From an optimization exercise on the open Yosys and OpenROAD flow, aimed at small area, a short achievable clock period and few clock cycles; shortcuts taken in it are not production practice. In this exercise RTL edits were held to simulation tests only and were not proved equivalent to the original. No activity file was given, so power comes from the tool's default toggle rates.

===== design.v =====
`timescale 1ns / 1ps
`default_nettype none
module pss_ram #(
  parameter int unsigned Width = 32,
  parameter int unsigned Depth = 64
) (
  input  wire logic                   clk_i,
  input  wire logic [Depth-1:0]       hold_i,    
  input  wire logic [Depth-1:0]       up_i,      
  input  wire logic [Depth-1:0]       ld_i,      
  input  wire logic [Width-1:0]       wdata_i,
  output logic      [Depth*Width-1:0] q_o
);
  for (genvar i = 0; i < Depth; i++) begin : g_ent
    localparam int unsigned Lo = (i == 0) ? Depth - 1 : i - 1;
    logic [Width-1:0] q;
    always_ff @(posedge clk_i) begin
      q <= ({Width{hold_i[i]}} & q) | ({Width{up_i[i]}} & q_o[Lo*Width +: Width]) |
           ({Width{ld_i[i]}} & wdata_i);
    end
    assign q_o[i*Width +: Width] = q;
  end
endmodule
`default_nettype wire
`timescale 1ns / 1ps
`default_nettype none
module positional_sequence_store_core (
  input  wire logic         clk_i,
  input  wire logic         rst_ni,
  input  wire logic         s_axis_tvalid_i,
  output logic              s_axis_tready_o,
  input  wire logic [39:0]  s_axis_tdata_i,   
  input  wire logic [2:0]   s_axis_tuser_i,   
  output logic              m_axis_tvalid_o,
  input  wire logic         m_axis_tready_i,
  output logic      [111:0] m_axis_tdata_o,   
  output logic      [1:0]   m_axis_tuser_o    
);
  localparam int unsigned N  = 64;
  localparam int unsigned DW = 32;
  localparam int unsigned QD = 5;    
  localparam logic [2:0] KIND_INSERT  = 3'd0;
  localparam logic [2:0] KIND_REMOVE  = 3'd1;
  localparam logic [2:0] KIND_READ    = 3'd2;
  localparam logic [2:0] KIND_SEARCH  = 3'd3;
  localparam logic [2:0] KIND_REVERSE = 3'd4;
  localparam logic [2:0] KIND_SUMMARY = 3'd5;
  localparam logic [1:0] ST_OK    = 2'd0;
  localparam logic [1:0] ST_EMPTY = 2'd1;
  localparam logic [1:0] ST_FULL  = 2'd2;
  localparam logic [1:0] ST_RANGE = 2'd3;
  function automatic logic [N-1:0] therm(input logic [5:0] x);
    for (int i = 0; i < N; i++) begin
      logic r;
      r = 1'b1;
      for (int b = 0; b < 6; b++) r = ((i >> b) & 1) ? (r | ~x[b]) : (r & ~x[b]);
      therm[i] = r;
    end
  endfunction
  function automatic logic [N-1:0] onehot(input logic [5:0] x);
    for (int i = 0; i < N; i++) onehot[i] = (6'(i) == x);
  endfunction
  function automatic logic [7:0] dec8(input logic [2:0] x);
    for (int i = 0; i < 8; i++) dec8[i] = (3'(i) == x);
  endfunction
  function automatic logic slt(input logic [31:0] a, input logic [31:0] b);
    slt = $signed(a) < $signed(b);
  endfunction
  function automatic logic [31:0] pick(input logic [31:0] a, input logic va,
                                      input logic [31:0] b, input logic vb,
                                      input logic b_wins);
    pick = (vb && (!va || b_wins)) ? b : a;
  endfunction
  logic [5:0]  base_q, tail_q;
  logic [6:0]  n_q;
  logic        rev_q;
  logic        av_q;
  logic [31:0] aval_q;
  logic [1:0]  ast_q;
  logic [5:0]  aa_q, as_q, at_q;
  logic [7:0]  agoh_q, aloh_q;
  logic        ains_q, arem_q, ard_q, asrch_q, asum_q, asume_q, arev_q;
  logic [3:0]  ag_q;
  logic [QD-1:0]       qv_q, qsum_q, qfound_q;
  logic [QD-1:0][1:0]  qst_q;
  logic [QD-1:0][31:0] qval_q;
  logic [QD-1:0][6:0]  qcnt_q;
  logic [31:0] accmin_q, accmax_q;
  logic        accnd_q, accni_q, accv_q, sdone_q;
  logic        scan_q;
  logic [7:0]  sgoh_q;
  logic [3:0]  left_q;
  logic        l0v_q, l0first_q, l0last_q;
  logic [7:0][31:0] x0_q;
  logic [7:0]  v0_q, pv0_q;
  logic [31:0] prev_q;
  logic        l1v_q, l1last_q;
  logic [3:0][31:0] mn1_q, mx1_q;
  logic [3:0]  v1_q;
  logic        l2v_q, l2last_q;
  logic [1:0][31:0] mn2_q, mx2_q;
  logic [1:0]  v2_q;
  logic        l3v_q, l3last_q, v3_q;
  logic [31:0] mn3_q, mx3_q;
  logic [N*DW-1:0] q;
  logic [N-1:0]    en, ld, hold, up, ldg;
  pss_ram #(.Width(DW), .Depth(N)) u_store (
    .clk_i  (clk_i),
    .hold_i (hold),
    .up_i   (up),
    .ld_i   (ldg),
    .wdata_i(aval_q),
    .q_o    (q)
  );
  logic pop, qfree, sumfree, exec, accept;
  logic [$clog2(QD+1)-1:0] qc;
  always_comb begin
    qc = '0;
    for (int i = 0; i < QD; i++) qc = qc + qv_q[i];
  end
  assign m_axis_tvalid_o = qv_q[0] && (!qsum_q[0] || sdone_q);
  assign m_axis_tuser_o  = qst_q[0];
  assign m_axis_tdata_o  = {6'b0, accni_q & qsum_q[0], accnd_q & qsum_q[0],
                            accmax_q & {32{qsum_q[0]}}, accmin_q & {32{qsum_q[0]}},
                            qcnt_q[0], qfound_q[0], qval_q[0]};
  assign pop     = m_axis_tvalid_o && m_axis_tready_i;
  assign qfree   = !qv_q[QD-1] || pop;
  assign sumfree = !(|(qv_q & qsum_q)) || (pop && qsum_q[0]);
  assign exec    = av_q && !scan_q && qfree && (!asum_q || sumfree) && (!asume_q || sumfree);
  assign s_axis_tready_o = !av_q || exec;
  assign accept  = s_axis_tvalid_i && s_axis_tready_o;
  logic [5:0] base_x, tail_x, tm1_x;
  logic [6:0] n_x, nm1_x;
  logic       rev_x;
  always_comb begin
    base_x = base_q;
    tail_x = tail_q;
    n_x    = n_q;
    rev_x  = rev_q;
    if (av_q) begin
      if (ains_q) begin
        tail_x = tail_q + 6'd1;
        n_x    = n_q + 7'd1;
      end
      if (arem_q) begin
        base_x = base_q + 6'd1;
        n_x    = n_q - 7'd1;
      end
      if (arev_q) rev_x = ~rev_q;
    end
    tm1_x = tail_x - 6'd1;
    nm1_x = n_x - 7'd1;
  end
  logic [2:0]  in_kind;
  logic [6:0]  in_pos;
  logic [1:0]  d_st;
  logic [5:0]  d_a, d_s, d_t, bp, tp, tp1;
  logic [6:0]  d_g;
  logic        d_ins, d_rem, d_rd, d_sum, d_empty, d_ge, d_ge1, d_p0;
  assign in_kind = s_axis_tuser_i;
  assign in_pos  = s_axis_tdata_i[6:0];
  always_comb begin
    d_empty = (n_x == 7'd0);
    d_ge    = (in_pos >= n_x);
    d_ge1   = (in_pos >= nm1_x);
    d_p0    = (in_pos == 7'd0);
    d_ins   = (in_kind == KIND_INSERT) && !n_x[6];
    d_rem   = (in_kind == KIND_REMOVE) && !d_empty;
    d_rd    = (in_kind == KIND_READ) && !d_empty && !d_ge;
    d_sum   = (in_kind == KIND_SUMMARY) && !d_empty;
    d_st    = ST_OK;
    unique case (in_kind)
      KIND_INSERT:  if (n_x[6]) d_st = ST_FULL;
      KIND_REMOVE:  if (d_empty) d_st = ST_EMPTY;
      KIND_READ:    if (d_empty) d_st = ST_EMPTY; else if (d_ge) d_st = ST_RANGE;
      KIND_SUMMARY: if (d_empty) d_st = ST_EMPTY;
      default: ;
    endcase
    bp  = base_x + in_pos[5:0];
    tp  = tail_x - in_pos[5:0];
    tp1 = tail_x + ~in_pos[5:0];
    unique case (in_kind)
      KIND_INSERT: d_a = d_ge ? (rev_x ? base_x : tail_x) : (rev_x ? tp : bp);
      KIND_REMOVE: d_a = d_p0 ? (rev_x ? tm1_x : base_x) :
                         d_ge1 ? (rev_x ? base_x : tm1_x) : (rev_x ? tp1 : bp);
      KIND_SUMMARY: d_a = base_x;
      default:     d_a = rev_x ? tp1 : bp;
    endcase
    if (in_kind == KIND_INSERT) begin
      d_s = d_a;
      d_t = tail_x;
    end else begin
      d_s = base_x;
      d_t = d_a;
    end
    d_g = (7'({4'd0, base_x[2:0]}) + nm1_x) >> 3;
  end
  always_ff @(posedge clk_i) begin
    if (accept) begin
      aval_q  <= s_axis_tdata_i[38:7];
      ast_q   <= d_st;
      aa_q    <= d_a;
      as_q    <= d_s;
      at_q    <= d_t;
      agoh_q  <= dec8(d_a[5:3]);
      aloh_q  <= dec8(d_a[2:0]);
      ains_q  <= d_ins;
      arem_q  <= d_rem;
      ard_q   <= d_rd;
      asrch_q <= (in_kind == KIND_SEARCH);
      asum_q  <= d_sum;
      asume_q <= (in_kind == KIND_SUMMARY) && d_empty;
      arev_q  <= (in_kind == KIND_REVERSE);
      ag_q    <= d_g[3:0];
    end
  end
  logic [N-1:0] valid, pvalid, upd, hit;
  always_comb begin
    valid = n_q[6] ? '1 : ((base_q <= tail_q) ? (therm(base_q) & ~therm(tail_q))
                                              : (therm(base_q) | ~therm(tail_q)));
    for (int i = 0; i < N; i++) begin
      pvalid[i] = valid[i] && valid[(i + N - 1) % N] && (6'(i) != base_q);
      hit[i]    = (q[i*DW +: DW] == aval_q);
    end
    begin
      logic [N-1:0] le_s, le_t;
      le_s = ~therm(as_q) | onehot(as_q);    
      le_t = ~therm(at_q) | onehot(at_q);    
      if (as_q < at_q)      upd = ~le_s & le_t;
      else if (as_q > at_q) upd = ~le_s | le_t;
      else                  upd = '0;
    end
    for (int i = 0; i < N; i++) begin
      ld[i] = ains_q && (6'(i) == aa_q);
      en[i] = exec && ((ains_q && ((6'(i) == aa_q) || upd[i])) || (arem_q && upd[i]));
    end
    hold = ~en;
    up   = en & ~ld;
    ldg  = en & ld;
  end
  logic [7:0]       goh;
  logic [7:0][31:0] x;
  logic [7:0]       vm, pv;
  logic [31:0]      rdval;
  always_comb begin
    goh = scan_q ? sgoh_q : agoh_q;
    x   = '0;
    vm  = '0;
    pv  = '0;
    for (int g = 0; g < 8; g++) begin
      for (int j = 0; j < 8; j++) begin
        x[j]  = x[j]  | (q[(g * 8 + j) * DW +: DW] & {DW{goh[g]}});
        vm[j] = vm[j] | (valid[g * 8 + j] & goh[g]);
        pv[j] = pv[j] | (pvalid[g * 8 + j] & goh[g]);
      end
    end
    rdval = '0;
    for (int j = 0; j < 8; j++) rdval = rdval | (x[j] & {DW{aloh_q[j]}});
  end
  logic scan_go;
  assign scan_go = (exec && asum_q) || scan_q;
  logic [7:0]  lt, gt;
  logic        viol_nd, viol_ni;
  logic [3:0][31:0] mn1_d, mx1_d;
  logic [3:0]  v1_d;
  always_comb begin
    for (int j = 0; j < 8; j++) begin
      lt[j] = slt(x0_q[j], (j == 0) ? prev_q : x0_q[(j + 7) % 8]);
      gt[j] = slt((j == 0) ? prev_q : x0_q[(j + 7) % 8], x0_q[j]);
    end
    viol_nd = |(pv0_q & (rev_q ? gt : lt));
    viol_ni = |(pv0_q & (rev_q ? lt : gt));
    for (int k = 0; k < 4; k++) begin
      mn1_d[k] = pick(x0_q[2*k], v0_q[2*k], x0_q[2*k+1], v0_q[2*k+1], lt[2*k+1]);
      mx1_d[k] = pick(x0_q[2*k], v0_q[2*k], x0_q[2*k+1], v0_q[2*k+1], gt[2*k+1]);
      v1_d[k]  = v0_q[2*k] | v0_q[2*k+1];
    end
  end
  always_ff @(posedge clk_i) begin
    if (scan_go) begin
      x0_q      <= x;
      v0_q      <= vm;
      prev_q    <= x0_q[7];
      l0first_q <= !scan_q;
      l0last_q  <= scan_q ? (left_q == 4'd1) : (ag_q == 4'd0);
      pv0_q     <= pv & {7'h7f, scan_q};
    end
    if (exec && asum_q) begin
      sgoh_q <= {agoh_q[6:0], agoh_q[7]};
      left_q <= ag_q;
    end else if (scan_q) begin
      sgoh_q <= {sgoh_q[6:0], sgoh_q[7]};
      left_q <= left_q - 4'd1;
    end
    mn1_q    <= mn1_d;
    mx1_q    <= mx1_d;
    v1_q     <= v1_d & {4{l0v_q}};
    l1last_q <= l0last_q;
    for (int k = 0; k < 2; k++) begin
      mn2_q[k] <= pick(mn1_q[2*k], v1_q[2*k], mn1_q[2*k+1], v1_q[2*k+1],
                       slt(mn1_q[2*k+1], mn1_q[2*k]));
      mx2_q[k] <= pick(mx1_q[2*k], v1_q[2*k], mx1_q[2*k+1], v1_q[2*k+1],
                       slt(mx1_q[2*k], mx1_q[2*k+1]));
      v2_q[k]  <= v1_q[2*k] | v1_q[2*k+1];
    end
    l2last_q <= l1last_q;
    mn3_q    <= pick(mn2_q[0], v2_q[0], mn2_q[1], v2_q[1], slt(mn2_q[1], mn2_q[0]));
    mx3_q    <= pick(mx2_q[0], v2_q[0], mx2_q[1], v2_q[1], slt(mx2_q[0], mx2_q[1]));
    v3_q     <= v2_q[0] | v2_q[1];
    l3last_q <= l2last_q;
  end
  logic [1:0]  r_st;
  logic [31:0] r_val;
  logic        r_found, r_sum;
  logic [6:0]  r_cnt;
  always_comb begin
    r_st    = ast_q;
    r_val   = (ard_q || arem_q) ? rdval : 32'd0;
    r_found = asrch_q && |(hit & valid);
    r_sum   = asum_q || asume_q;
    r_cnt   = ains_q ? n_q + 7'd1 : (arem_q ? n_q - 7'd1 : n_q);
  end
  always_ff @(posedge clk_i) begin
    for (int i = 0; i < QD; i++) begin
      logic take_new, take_next;
      take_new  = exec && ((pop ? qc - 1 : qc) == i);
      take_next = pop && (i < QD - 1);
      if (take_new) begin
        qsum_q[i]   <= r_sum;
        qfound_q[i] <= r_found;
        qst_q[i]    <= r_st;
        qval_q[i]   <= r_val;
        qcnt_q[i]   <= r_cnt;
      end else if (take_next) begin
        qsum_q[i]   <= qsum_q[i+1];
        qfound_q[i] <= qfound_q[i+1];
        qst_q[i]    <= qst_q[i+1];
        qval_q[i]   <= qval_q[i+1];
        qcnt_q[i]   <= qcnt_q[i+1];
      end
    end
  end
  always_ff @(posedge clk_i or negedge rst_ni) begin
    if (!rst_ni) begin
      base_q   <= '0;
      tail_q   <= '0;
      n_q      <= '0;
      rev_q    <= 1'b0;
      av_q     <= 1'b0;
      qv_q     <= '0;
      scan_q   <= 1'b0;
      l0v_q    <= 1'b0;
      l1v_q    <= 1'b0;
      l2v_q    <= 1'b0;
      l3v_q    <= 1'b0;
      sdone_q  <= 1'b0;
      accmin_q <= '0;
      accmax_q <= '0;
      accnd_q  <= 1'b0;
      accni_q  <= 1'b0;
      accv_q   <= 1'b0;
    end else begin
      if (exec) begin
        base_q <= base_x;
        tail_q <= tail_x;
        n_q    <= n_x;
        rev_q  <= rev_x;
      end
      av_q <= accept || (av_q && !exec);
      begin
        logic [QD-1:0] nv;
        nv = pop ? (qv_q >> 1) : qv_q;
        if (exec) nv = {nv[QD-2:0], 1'b1};
        qv_q <= nv;
      end
      if (exec && asum_q) scan_q <= (ag_q != 4'd0);
      else if (scan_q && left_q == 4'd1) scan_q <= 1'b0;
      l0v_q <= scan_go;
      l1v_q <= l0v_q;
      l2v_q <= l1v_q;
      l3v_q <= l2v_q;
      if (exec && asume_q) begin
        accmin_q <= '0;
        accmax_q <= '0;
        accnd_q <= 1'b1;
        accni_q <= 1'b1;
        sdone_q <= 1'b1;
      end else if (exec && asum_q) begin
        accnd_q <= 1'b1;
        accni_q <= 1'b1;
        accv_q  <= 1'b0;
        sdone_q <= 1'b0;
      end else begin
        if (l1v_q) begin
          if (viol_nd_q) accnd_q <= 1'b0;
          if (viol_ni_q) accni_q <= 1'b0;
        end
        if (l3v_q) begin
          if (v3_q) begin
            accv_q <= 1'b1;
            if (!accv_q || slt(mn3_q, accmin_q)) accmin_q <= mn3_q;
            if (!accv_q || slt(accmax_q, mx3_q)) accmax_q <= mx3_q;
          end
          if (l3last_q) sdone_q <= 1'b1;
        end
      end
    end
  end
  logic viol_nd_q, viol_ni_q;
  always_ff @(posedge clk_i) begin
    viol_nd_q <= viol_nd;
    viol_ni_q <= viol_ni;
  end
endmodule
`default_nettype wire

===== run.sh =====
#!/bin/bash
# synth_recipe.tcl (not shown) runs the flow's synth.tcl, then flattens the netlist and writes it again
# the make line also repeats each setting of config.mk as NAME=value (left out here)
make -C /OpenROAD-flow-scripts/flow DESIGN_CONFIG=/design/flow/config.mk WORK_HOME=/design/flow/orfs CLKGATE_MAP_FILE= SYNTH_SCRIPT=/design/flow/synth_recipe.tcl finish

===== config.mk =====
export PLATFORM = sky130hd
export DESIGN_NAME = positional_sequence_store_core
export DESIGN_NICKNAME = positional_sequence_store_core
export VERILOG_FILES = /design/flow/design.v
export SDC_FILE = /design/flow/constraint.sdc
export NUM_CORES = 4
export LEC_CHECK = 0
export CAP_MARGIN = 20
export CORE_MARGIN = 2
export CORE_UTILIZATION = 50
export SETUP_SLACK_MARGIN = 2.0
export SLEW_MARGIN = 20

===== constraint.sdc =====
create_clock -name core_clock -period 6.0 [get_ports {clk_i}]
set_input_delay 1.2000 -clock core_clock [delete_from_list [all_inputs] [get_ports {clk_i}]]
set_output_delay 1.2000 -clock core_clock [all_outputs]
set_load 0.01 [all_outputs]

==> impl_metrics.toml, run 1 <==
[floorplan]
fp.dieW_um = 598
initial_core_util_pct = 50.1
die_h_um = 598
floorplan.rows = 218
ios = 163

[synth]
yosysSeqAreaShare_pct = 40.3
synth.distinct_cells = 103
synth_area_leader_cell = "dfxtp_1"
syn_area_sq_um = 176000
synthCells = 19200
yosys_warnings = 7
synthTopCellsByArea = "dfxtp_1 28%, edfxtp_1 10%, mux2i_1 6.7%"
synth_top_area_share_pct = 28.5
synthArstFlopShare_pct = 3.08
syn_avg_cell_area_sq_um = 9.19
synth_flop_cell = "dfxtp_1"
ys_ff_latch = 3218
synth_edf_count = 611

[clock_network]
cts_sinks = 3218
clockRootBuffer = "clkbuf_16"
cts_buffers = 360
cts.hold.buffers_added = 0
cts_max_path_buffers = 4
h-tree-depth = 5

[global_routing]
track_usage_pct = 74.0
grt_pass1_vias = 178000
gr-total-overflow = 7
grt_max_degree = 73
grt_pass1_wl_um = 1780000

[placed_design]
dp_hpwl_um = 958000
placed_cell_area_sq_um = 188000
port_buffers = 155
finalWeightedCongestion = 1.25

[status]
outcome = "aborted with a tool error"
haltStage = "global routing"
tool.error = "[ERROR GRT-0116] Global routing finished with congestion. Check the congestion regions in the DRC Viewer."
## through the flow
stage / setup slack, ns / hold WS, ns / instances / utilization (%)
after CTS: 1.78 / 0.164 / 24300 / 57.9
after detailed placement: 0.684 / 0.315 / 23500 / 53.4
after global placement: 0.831 / 0.315 / 23500 / 53.4
after floorplan: 1.36 / 0.310 / 19200 / -
## cells by family after synthesis
kind of cell    count (synthesis)  share of synthesized area (%)
fa+ha+maj                     609                           4.28
flops                        3218                           40.3
simple gates                 4452                           11.6
compound gates               4920                           18.5
xor+xnor                     2108                           10.5
buf+inv                      2205                           4.98
other cells                     1                        0.00213
mux                          1683                           9.92
## metal layers
| layer | track usage (%) | overflow |
|---|---|---|
| met2 | 87.5 | 0 |
| met4 | 71.8 | 5 |
| met5 | 44.2 | 0 |
| met1 | 75.3 | 0 |
| met3 | 59.5 | 2 |
## power by group through the flow
stage                     registers (W)  clock network (W)  logic [W]
after floorplan                  0.0224                  0  0.0000928
after CTS                        0.0220             0.0234   0.000220
after detailed placement         0.0224                  0   0.000175
after global placement           0.0224                  0   0.000171
## what timing repair did
item,4_1_cts
pin swaps,123
setup endpoints to repair,2228
cloned,5
resized for setup,278
setup buffers,206
## cells in the mapped netlist, drive strengths merged, types with 11 or more instances
cell type,n
and3,22
nand2b,67
or2,22
and2,95
a21oi,1133
a31oi,40
o21ai,1096
o211ai,33
buf,398
a311oi,18
o21a,25
ha,564
a22oi,1445
nor2b,41
a21o,144
xnor2,797
nand2,1249
inv,569
dfxtp,2508
mux2,495
o22ai,224
nor3,89
nand3,56
nor4,409
o221ai,20
a221o,515
dfrtp,99
edfxtp,611
maj3,40
mux2i,1187
or3,20
a211oi,58
nor2,1703
nand4,636
a2111oi,13
a221oi,11
xor2,1311
a41oi,34
o31ai,27
clkbuf,1235
## how the worst min path moves through the flow
stage / startpoint / to
2_1_floorplan: l1last_q$_DFF_P_ / l2last_q$_DFF_P_
3_3_place_gp: l2last_q$_DFF_P_ / l3last_q$_DFF_P_
3_5_place_dp: l2last_q$_DFF_P_ / l3last_q$_DFF_P_
4_1_cts: rst_ni / qv_q[4]$_DFFE_PN0P_
Testbench counts, summed over its fixed seeds: cycles 16,500.
==> run 2, diff against run 1 <==
--- a/design.v
+++ b/design.v
@@ -74,13 +74,16 @@
   logic [5:0]  base_q, tail_q;
   logic [6:0]  n_q;
   logic        rev_q;
+  logic [5:0]  basep1_q, tailp1_q, tailp2_q, tailm1_q;
+  logic [6:0]  np1_q, nm1_q, nm2_q;
+  logic [N-1:0] valid_q;    
   logic        av_q;
   logic [31:0] aval_q;
   logic [1:0]  ast_q;
   logic [5:0]  aa_q, as_q, at_q;
+  logic        aw_q;
   logic [7:0]  agoh_q, aloh_q;
   logic        ains_q, arem_q, ard_q, asrch_q, asum_q, asume_q, arev_q;
-  logic [3:0]  ag_q;
   logic [QD-1:0]       qv_q, qsum_q, qfound_q;
   logic [QD-1:0][1:0]  qst_q;
   logic [QD-1:0][31:0] qval_q;
@@ -113,11 +116,6 @@
     .q_o    (q)
   );
   logic pop, qfree, sumfree, exec, accept;
-  logic [$clog2(QD+1)-1:0] qc;
-  always_comb begin
-    qc = '0;
-    for (int i = 0; i < QD; i++) qc = qc + qv_q[i];
-  end
   assign m_axis_tvalid_o = qv_q[0] && (!qsum_q[0] || sdone_q);
   assign m_axis_tuser_o  = qst_q[0];
   assign m_axis_tdata_o  = {6'b0, accni_q & qsum_q[0], accnd_q & qsum_q[0],
@@ -129,40 +127,38 @@
   assign exec    = av_q && !scan_q && qfree && (!asum_q || sumfree) && (!asume_q || sumfree);
   assign s_axis_tready_o = !av_q || exec;
   assign accept  = s_axis_tvalid_i && s_axis_tready_o;
+  logic       x_ins, x_rem, rev_x;
   logic [5:0] base_x, tail_x, tm1_x;
-  logic [6:0] n_x, nm1_x;
-  logic       rev_x;
+  logic [6:0] n_x;
+  assign x_ins = av_q && ains_q;
+  assign x_rem = av_q && arem_q;
   always_comb begin
-    base_x = base_q;
-    tail_x = tail_q;
-    n_x    = n_q;
-    rev_x  = rev_q;
-    if (av_q) begin
-      if (ains_q) begin
-        tail_x = tail_q + 6'd1;
-        n_x    = n_q + 7'd1;
-      end
-      if (arem_q) begin
-        base_x = base_q + 6'd1;
-        n_x    = n_q - 7'd1;
-      end
-      if (arev_q) rev_x = ~rev_q;
-    end
-    tm1_x = tail_x - 6'd1;
-    nm1_x = n_x - 7'd1;
+    base_x = x_rem ? basep1_q : base_q;
+    tail_x = x_ins ? tailp1_q : tail_q;
+    tm1_x  = x_ins ? tail_q : tailm1_q;
+    n_x    = x_ins ? np1_q : (x_rem ? nm1_q : n_q);
+    rev_x  = rev_q ^ (av_q && arev_q);
   end
   logic [2:0]  in_kind;
   logic [6:0]  in_pos;
+  logic [5:0]  pos6, npos6;
   logic [1:0]  d_st;
   logic [5:0]  d_a, d_s, d_t, bp, tp, tp1;
-  logic [6:0]  d_g;
   logic        d_ins, d_rem, d_rd, d_sum, d_empty, d_ge, d_ge1, d_p0;
+  logic        c_n, c_np1, c_nm1, c_nm2;
+  logic [5:0]  s_b0, s_b1, s_t0, s_t1, s_t2;
   assign in_kind = s_axis_tuser_i;
   assign in_pos  = s_axis_tdata_i[6:0];
+  assign pos6    = in_pos[5:0];
+  assign npos6   = ~in_pos[5:0];
   always_comb begin
-    d_empty = (n_x == 7'd0);
-    d_ge    = (in_pos >= n_x);
-    d_ge1   = (in_pos >= nm1_x);
+    c_n   = (in_pos >= n_q);
+    c_np1 = (in_pos >= np1_q);
+    c_nm1 = (in_pos >= nm1_q);
+    c_nm2 = (in_pos >= nm2_q);
+    d_ge  = x_ins ? c_np1 : (x_rem ? c_nm1 : c_n);       
+    d_ge1 = x_ins ? c_n   : (x_rem ? c_nm2 : c_nm1);     
+    d_empty = x_ins ? 1'b0 : (x_rem ? (nm1_q == 7'd0) : (n_q == 7'd0));
     d_p0    = (in_pos == 7'd0);
     d_ins   = (in_kind == KIND_INSERT) && !n_x[6];
     d_rem   = (in_kind == KIND_REMOVE) && !d_empty;
@@ -176,9 +172,14 @@
       KIND_SUMMARY: if (d_empty) d_st = ST_EMPTY;
       default: ;
     endcase
-    bp  = base_x + in_pos[5:0];
-    tp  = tail_x - in_pos[5:0];
-    tp1 = tail_x + ~in_pos[5:0];
+    s_b0 = base_q + pos6;
+    s_b1 = basep1_q + pos6;
+    s_t0 = tail_q + npos6;       
+    s_t1 = tailp1_q + npos6;     
+    s_t2 = tailp2_q + npos6;     
+    bp  = x_rem ? s_b1 : s_b0;                
+    tp1 = x_ins ? s_t1 : s_t0;                
+    tp  = x_ins ? s_t2 : s_t1;                
     unique case (in_kind)
       KIND_INSERT: d_a = d_ge ? (rev_x ? base_x : tail_x) : (rev_x ? tp : bp);
       KIND_REMOVE: d_a = d_p0 ? (rev_x ? tm1_x : base_x) :
@@ -193,7 +194,6 @@
       d_s = base_x;
       d_t = d_a;
     end
-    d_g = (7'({4'd0, base_x[2:0]}) + nm1_x) >> 3;
   end
   always_ff @(posedge clk_i) begin
     if (accept) begin
@@ -202,6 +202,7 @@
       aa_q    <= d_a;
       as_q    <= d_s;
       at_q    <= d_t;
+      aw_q    <= (d_s > d_t);
       agoh_q  <= dec8(d_a[5:3]);
       aloh_q  <= dec8(d_a[2:0]);
       ains_q  <= d_ins;
@@ -211,24 +212,21 @@
       asum_q  <= d_sum;
       asume_q <= (in_kind == KIND_SUMMARY) && d_empty;
       arev_q  <= (in_kind == KIND_REVERSE);
-      ag_q    <= d_g[3:0];
     end
   end
   logic [N-1:0] valid, pvalid, upd, hit;
   always_comb begin
-    valid = n_q[6] ? '1 : ((base_q <= tail_q) ? (therm(base_q) & ~therm(tail_q))
-                                              : (therm(base_q) | ~therm(tail_q)));
+    valid = valid_q;
     for (int i = 0; i < N; i++) begin
-      pvalid[i] = valid[i] && valid[(i + N - 1) % N] && (6'(i) != base_q);
+      pvalid[i] = valid[i] && valid[(i + N - 1) % N] && !(n_q[6] && (6'(i) == base_q));
       hit[i]    = (q[i*DW +: DW] == aval_q);
     end
     begin
       logic [N-1:0] le_s, le_t;
       le_s = ~therm(as_q) | onehot(as_q);    
       le_t = ~therm(at_q) | onehot(at_q);    
-      if (as_q < at_q)      upd = ~le_s & le_t;
-      else if (as_q > at_q) upd = ~le_s | le_t;
-      else                  upd = '0;
+      if (aw_q) upd = ~le_s | le_t;
+      else      upd = ~le_s & le_t;    
     end
     for (int i = 0; i < N; i++) begin
       ld[i] = ains_q && (6'(i) == aa_q);
@@ -258,7 +256,9 @@
     for (int j = 0; j < 8; j++) rdval = rdval | (x[j] & {DW{aloh_q[j]}});
   end
   logic scan_go;
+  logic [6:0] ngm1;
   assign scan_go = (exec && asum_q) || scan_q;
+  assign ngm1    = (7'({4'd0, base_q[2:0]}) + nm1_q) >> 3;    
   logic [7:0]  lt, gt;
   logic        viol_nd, viol_ni;
   logic [3:0][31:0] mn1_d, mx1_d;
@@ -282,12 +282,12 @@
       v0_q      <= vm;
       prev_q    <= x0_q[7];
       l0first_q <= !scan_q;
-      l0last_q  <= scan_q ? (left_q == 4'd1) : (ag_q == 4'd0);
+      l0last_q  <= scan_q ? (left_q == 4'd1) : (ngm1 == 7'd0);
       pv0_q     <= pv & {7'h7f, scan_q};
     end
     if (exec && asum_q) begin
       sgoh_q <= {agoh_q[6:0], agoh_q[7]};
-      left_q <= ag_q;
+      left_q <= ngm1[3:0];
     end else if (scan_q) begin
       sgoh_q <= {sgoh_q[6:0], sgoh_q[7]};
       left_q <= left_q - 4'd1;
@@ -323,7 +323,8 @@
   always_ff @(posedge clk_i) begin
     for (int i = 0; i < QD; i++) begin
       logic take_new, take_next;
-      take_new  = exec && ((pop ? qc - 1 : qc) == i);
+      take_new  = exec && (pop ? (qv_q[i] && (i == QD - 1 || !qv_q[(i + 1) % QD]))
+                               : (!qv_q[i] && (i == 0 || qv_q[(i + QD - 1) % QD])));
       take_next = pop && (i < QD - 1);
       if (take_new) begin
         qsum_q[i]   <= r_sum;
@@ -345,6 +346,14 @@
       base_q   <= '0;
       tail_q   <= '0;
       n_q      <= '0;
+      basep1_q <= 6'd1;
+      tailp1_q <= 6'd1;
+      tailp2_q <= 6'd2;
+      tailm1_q <= 6'd63;
+      np1_q    <= 7'd1;
+      nm1_q    <= 7'h7f;
+      nm2_q    <= 7'h7e;
+      valid_q  <= '0;
       rev_q    <= 1'b0;
       av_q     <= 1'b0;
       qv_q     <= '0;
@@ -361,10 +370,27 @@
       accv_q   <= 1'b0;
     end else begin
       if (exec) begin
-        base_q <= base_x;
-        tail_q <= tail_x;
-        n_q    <= n_x;
-        rev_q  <= rev_x;
+        if (ains_q) begin
+          tail_q   <= tailp1_q;
+          tailp1_q <= tailp2_q;
+          tailp2_q <= tailp2_q + 6'd1;
+          tailm1_q <= tail_q;
+          n_q      <= np1_q;
+          np1_q    <= np1_q + 7'd1;
+          nm1_q    <= n_q;
+          nm2_q    <= nm1_q;
+          valid_q  <= valid_q | onehot(tail_q);
+        end
+        if (arem_q) begin
+          base_q   <= basep1_q;
+          basep1_q <= basep1_q + 6'd1;
+          n_q      <= nm1_q;
+          np1_q    <= n_q;
+          nm1_q    <= nm2_q;
+          nm2_q    <= nm2_q - 7'd1;
+          valid_q  <= valid_q & ~onehot(base_q);
+        end
+        if (arev_q) rev_q <= ~rev_q;
       end
       av_q <= accept || (av_q && !exec);
       begin
@@ -373,7 +399,7 @@
         if (exec) nv = {nv[QD-2:0], 1'b1};
         qv_q <= nv;
       end
-      if (exec && asum_q) scan_q <= (ag_q != 4'd0);
+      if (exec && asum_q) scan_q <= (ngm1 != 7'd0);
       else if (scan_q && left_q == 4'd1) scan_q <= 1'b0;
       l0v_q <= scan_go;
       l1v_q <= l0v_q;
--- a/config.mk
+++ b/config.mk
@@ -7,6 +7,6 @@
 export LEC_CHECK = 0
 export CAP_MARGIN = 20
 export CORE_MARGIN = 2
-export CORE_UTILIZATION = 50
-export SETUP_SLACK_MARGIN = 2.0
+export CORE_UTILIZATION = 40
+export SETUP_SLACK_MARGIN = 2.5
 export SLEW_MARGIN = 20
==> impl_metrics.toml, run 2 <==
[synth]
synth_top_area_share_pct = 27.8
synth_most_common_cell = "dfxtp_1"
syn_area_sq_um = 181000
synth_area_leader_cell = "dfxtp_1"
synthCells = 19700
synth_flop_cell = "dfxtp_1"
synth.distinct_cells = 94
ys_ff_latch = 3324
synthArstFlopShare_pct = 6.26
synth_common_cells = "2508 x dfxtp_1, 1720 x nand2_1, 1679 x xnor2_1, 1411 x a22oi_1, 1253 x clkbuf_1"
syn_avg_cell_area_sq_um = 9.17
synthTopCellsByArea = "dfxtp_1 28%, edfxtp_1 10%, xnor2_1 8.1%"
synth_edf_count = 608
yosysSeqAreaShare_pct = 40.8
yosys_warnings = 7

[status]
outcome = "aborted with a tool error"
tool.error = "[ERROR GRT-0116] Global routing finished with congestion. Check the congestion regions in the DRC Viewer."
haltStage = "global routing"

[floorplan]
initial_core_util_pct = 40.2
floorplan.rows = 246
ios = 163
fp.dieW_um = 676
die_h_um = 676

[placed_design]
pre_cts_ws_ns = 0.192
port_buffers = 155
placed_cell_area_sq_um = 197000
dp_hpwl_um = 1130000
finalWeightedCongestion = 1.20

[clock_network]
cts.hold.buffers_added = 0
cts_sinks = 3324
clockRootBuffer = "clkbuf_16"
h-tree-depth = 5
cts_max_path_buffers = 4
cts_buffers = 388

[global_routing]
grt_pass1_wl_um = 2370000
track_usage_pct = 76.6
gr-total-overflow = 779
grt_max_degree = 102
grt_pass1_vias = 209000
[run 2: cell count changes after synthesis, moves of 471 or more]
cell / before / now
and3_1: 22 / 882
mux2i_1: 1186 / 325
xor2_1: 1310 / 403
nand2_1: 1249 / 1720
nor2_1: 1702 / 757
xnor2_1: 797 / 1679
[run 2: worst max-delay path by stage]
| stage | endpoint | start | depth (start not counted) |
|---|---|---|---|
| 3_3_place_gp | aw_q$_DFFE_PP_ | s_axis_tdata_i[0] | 20 |
| 4_1_cts | aw_q$_DFFE_PP_ | n_q[6]$_DFFE_PN0P_ | 19 |
| 3_5_place_dp | aw_q$_DFFE_PP_ | s_axis_tdata_i[0] | 20 |
| 2_1_floorplan | l0last_q$_DFFE_PP_ | m_axis_tready_i | 7 |
[run 2: routing by layer]
| metal | GRT overflow | track usage (%) |
|---|---|---|
| met1 | 17 | 78.8 |
| met3 | 35 | 63.3 |
| met5 | 2 | 45.7 |
| met4 | 315 | 71.9 |
| met2 | 410 | 89.3 |
[run 2: logic make-up after synthesis]
family / after synthesis / share of synthesized area (%)
compound gates: 5134 / 20.5
other cells: 1 / 0.00208
xor+xnor: 2082 / 10.1
simple gates: 5315 / 14.7
buf+inv: 2556 / 5.73
fa+ha+maj: 614 / 4.22
mux: 664 / 3.92
flops: 3324 / 40.8
[run 2: through the flow]
step	utilization, %	std cells
after floorplan	-	19700
after global placement	43.8	25600
after detailed placement	43.8	25600
after CTS	51.8	27400
[run 2: power groups by stage]
stage / logic, W / clock network [W] / registers, W
2_1_floorplan: 0.0450 / 0 / 0.0419
3_3_place_gp: 0.0934 / 0 / 0.0556
3_5_place_dp: 0.0941 / 0 / 0.0556
4_1_cts: 0.113 / 0.0249 / 0.0548
[run 2: repair_timing]
| action | in CTS |
|---|---|
| gates cloned | 214 |
| setup endpoints to repair | 2992 |
| pin swaps | 505 |
| setup buffers | 869 |
| resized for setup | 2260 |
Testbench counts of run 2, summed over its fixed seeds: cycles 16,500.
